What follows belongs to an exercise in optimizing a design on an open flow for small area, a short achievable clock period and few clock cycles per item; a production flow would make more cautious choices.
In this exercise RTL edits were held to simulation tests only and were not proved equivalent to the original.
No activity file was given, so power comes from the tool's default toggle rates.

==> delta <==
// bresenham_line_stepper_top
module bresenham_line_stepper_top (
    input  wire logic                            aclk,
    input  wire logic                            aresetn,
    input  wire logic                            cfg_wr_en,
    input  wire logic [bls_pkg::CFG_IDX_W-1:0]   cfg_index,
    input  wire logic [bls_pkg::CFG_DATA_W-1:0]  cfg_wdata,
    input  wire logic                            s_tvalid,
    output logic                                 s_tready,
    input  wire logic [103:0]                    s_tdata,
    input  wire logic                            s_tuser,
    output logic                                 m_tvalid,
    input  wire logic                            m_tready,
    output logic [103:0]                         m_tdata,
    output logic                                 m_tuser,
    output logic                                 m_tlast
);
Settings: LEC_CHECK=0, CAP_MARGIN=20, CORE_MARGIN=2, CORE_UTILIZATION=40, SETUP_SLACK_MARGIN=4.0, SLEW_MARGIN=20; clock period 8.5 ns.
run.sh (not shown) runs the stock make flow with config.mk's settings and CLKGATE_MAP_FILE= SYNTH_SCRIPT=/design/flow/synth_recipe.tcl, a recipe that flattens the netlist after the stock synthesis.
==> maple: changes against delta <==
--- a/flow/design.v
+++ b/flow/design.v
@@ -243,36 +243,36 @@
     assign xr_rg   = xrow(bwin(x_reg, rj), bpp_next, bm3, bm5, bm7);
     assign wy      = start ? (skip_in ? wy_in1 : wy_in0) : wy_rg;
     assign xr      = start ? (skip_in ? xr_in1 : xr_in0) : xr_rg;
     function automatic logic [LW-1:0] prow(input logic [2:0] s, input logic [15:0] m);
         logic [16:0] mag;
         mag = s[0] ? {m, 1'b0} : s[1] ? {1'b0, m} : 17'd0;
         prow = {{12{s[2]}}, mag ^ {17{s[2]}}};
     endfunction
-    logic [2:0]    cyh, cyl;
     logic [LW-1:0] lin_base, r_yh, r_yl, r_x, s1, c1, s2, c2, lin_next;
+    logic [LW-1:0] st_p, st_b;
     logic [4:0]    bstep;
     assign bstep = sxn_reg ? -{1'b0, bpp_reg} : {1'b0, bpp_reg};
+    assign st_p  = {{13{syn_reg}}, row_pitch_reg ^ {16{syn_reg}}};
+    assign st_b  = {{24{bstep[4]}}, bstep};
     always_comb begin
         if (busy_reg) begin
-            cyh = syh_reg;
-            cyl = syl_reg;
             lin_base = b0_reg ? '0 : (lin_reg << 4);
-            lin_base[2] = cyh[2];
+            lin_base[2] = syh_reg[2];
             lin_base[0] = xcn_reg;
-            r_x = {{22{xcn_reg}}, {xcm_reg ^ {7{xcn_reg}}}};
+            r_yh = (prow(syh_reg, row_pitch_reg) << 2) | {28'd0, syl_reg[2]};
+            r_yl = prow(syl_reg, row_pitch_reg);
+            r_x  = {{22{xcn_reg}}, {xcm_reg ^ {7{xcn_reg}}}};
         end else begin
-            cyh = 3'b000;
-            cyl = {mv_y && syn_reg, mv_y, 1'b0};
             lin_base = lin_reg;
-            r_x = mv_x ? {{24{bstep[4]}}, bstep} : '0;
+            r_yh = {28'd0, mv_y && syn_reg};
+            r_yl = st_p & {LW{mv_y}};
+            r_x  = st_b & {LW{mv_x}};
         end
-        r_yh = (prow(cyh, row_pitch_reg) << 2) | {28'd0, cyl[2]};
-        r_yl = prow(cyl, row_pitch_reg);
         s1 = lin_base ^ r_yh ^ r_yl;
         c1 = ((lin_base & r_yh) | (lin_base & r_yl) | (r_yh & r_yl)) << 1;
         s2 = s1 ^ c1 ^ r_x;
         c2 = ((s1 & c1) | (s1 & r_x) | (c1 & r_x)) << 1;
         lin_next = sk_add(s2, c2);
     end
     always_ff @(posedge aclk) begin
         if (!aresetn) begin
==> flow/flow/run.sh (new file) <==
#!/bin/bash
# The standard layout (the standard.sh), with the port buffers made from buf_1 cells
# instead of the buffer that buffer_ports picks by default. Every port still gets a buffer.
set -euo pipefail
export BUFFER_PORTS_ARGS="-buffer_cell sky130_fd_sc_hd__buf_1"
bash standard.sh > standard.log 2>&1
==> flow/standard.sh (new file) <==
#!/bin/bash
# synth_recipe.tcl (not shown) runs the flow's synth.tcl, then flattens the netlist and writes it again
# the make line also repeats each setting of config.mk as NAME=value (left out here)
make -C /OpenROAD-flow-scripts/flow DESIGN_CONFIG=/design/flow/config.mk WORK_HOME=/design/flow/orfs CLKGATE_MAP_FILE= SYNTH_SCRIPT=/design/flow/synth_recipe.tcl "${@:-finish}"
==> flow/config.mk (replaced) <==
export PLATFORM = sky130hd
export DESIGN_NAME = bresenham_line_stepper_top
export DESIGN_NICKNAME = bresenham_line_stepper_top
export VERILOG_FILES = /design/flow/design.v
export SDC_FILE = /design/flow/constraint.sdc
export NUM_CORES = 4
export LEC_CHECK = 0
export CAP_MARGIN = 20
export CORE_MARGIN = 2
export CORE_UTILIZATION = 40
export CTS_BUF_LIST = sky130_fd_sc_hd__clkbuf_16
export CTS_CLUSTER_DIAMETER = 80
export CTS_CLUSTER_SIZE = 40
export SETUP_SLACK_MARGIN = 3.25
export SLEW_MARGIN = 20
removed: flow/run.sh
==> xenon: changes against delta <==
==> flow/flow/run.sh (new file) <==
#!/bin/bash
# The standard layout (the standard.sh), with the port buffers made from buf_1 cells
# instead of the buffer that buffer_ports picks by default. Every port still gets a buffer.
set -euo pipefail
export BUFFER_PORTS_ARGS="-buffer_cell sky130_fd_sc_hd__buf_1"
bash standard.sh > standard.log 2>&1
==> flow/standard.sh (new file) <==
#!/bin/bash
# synth_recipe.tcl (not shown) runs the flow's synth.tcl, then flattens the netlist and writes it again
# the make line also repeats each setting of config.mk as NAME=value (left out here)
make -C /OpenROAD-flow-scripts/flow DESIGN_CONFIG=/design/flow/config.mk WORK_HOME=/design/flow/orfs CLKGATE_MAP_FILE= SYNTH_SCRIPT=/design/flow/synth_recipe.tcl "${@:-finish}"
==> flow/config.mk (replaced) <==
export PLATFORM = sky130hd
export DESIGN_NAME = bresenham_line_stepper_top
export DESIGN_NICKNAME = bresenham_line_stepper_top
export VERILOG_FILES = /design/flow/design.v
export SDC_FILE = /design/flow/constraint.sdc
export NUM_CORES = 4
export LEC_CHECK = 0
export CAP_MARGIN = 20
export CORE_MARGIN = 2
export CORE_UTILIZATION = 40
export CTS_BUF_LIST = sky130_fd_sc_hd__clkbuf_16
export CTS_CLUSTER_DIAMETER = 80
export CTS_CLUSTER_SIZE = 40
export SETUP_SLACK_MARGIN = 3.75
export SLEW_MARGIN = 20
removed: flow/run.sh
==> qor summary <==
|  | delta | xenon | maple |
|---|---|---|---|
| Power in sequential cells | 2.21 mW | 2.18 mW | 2.21 mW |
| Wire length on met2 | 36820 µm | 37110 µm | 38710 µm |
| Synthesized area | 0.02324 mm² | 0.02324 mm² | 0.02382 mm² |
| Fillers | 5229 | 5495 | 5667 |
| Die extent in y | 245.0 µm | 245.0 µm | 248.0 µm |
| Met3 track demand over resource in global routing | 0.06167 | 0.05489 | 0.04342 |
| Yosys cell types | 79 | 79 | 86 |
| Number of combinational gates with multiple inputs | 2031 | 2029 | 2095 |
| Seq pwr share | 0.239 | 0.264 | 0.274 |
| Number of cells after detailed placement | 3519 | 3524 | 3608 |
| Area growth from synthesis to layout | 27.50% | 16.20% | 14.19% |
| Destination of the worst register-to-register timing path | f1_reg[17]$_DFFE_PP_ | f1_reg[17]$_DFFE_PP_ | f2_reg[17]$_DFFE_PP_ |
| Buffers excl. clock | 385 | 346 | 326 |
| Run status | no timing/DRC/antenna violations | no timing/DRC/antenna violations | no timing/DRC/antenna violations |
| Logic depth of the worst path, buffers included | 20 | 19 | 22 |
Testbench counts of delta, summed over its fixed seeds: cycles 300,770, items 279,162.
Testbench counts of maple, summed over its fixed seeds: cycles 300,770, items 279,162.
Testbench counts of xenon, summed over its fixed seeds: cycles 300,770, items 279,162.

static timing again, ports no longer ideal:
How much do the figures lean on ideal ports? The routed layouts below were timed once more, with nothing changed but the port constraints.
Step 1 sets driving cells, clkbuf_16 on the clock port and buf_2 on the other inputs (assumed; they add their load-dependent delay and slew).
Step 2 moves the port delays by t, midway between the first and last clock arrival at a register: inputs arrive t later, outputs are due t later. That takes back most of the time a late clock gives input paths.
Three values: no drivers, after step 1, after step 2; two values: the first two.
| run | shift t [ns] | setup WS [ns] | worst setup path after step 2 |
|---|---|---|---|
| delta | 0.623 | 3.823 / 3.823 / 3.550 | input to register |
| maple | 0.661 | 3.312 / 3.312 / 3.245 | input to register |
| xenon | 0.633 | 3.690 / 3.690 / 3.362 | input to register |
After both steps setup and hold are still met in every run listed. For xenon, which loses most, drivers alone change the setup slack by 0.000 ns; drivers and shift together by -0.328 ns.
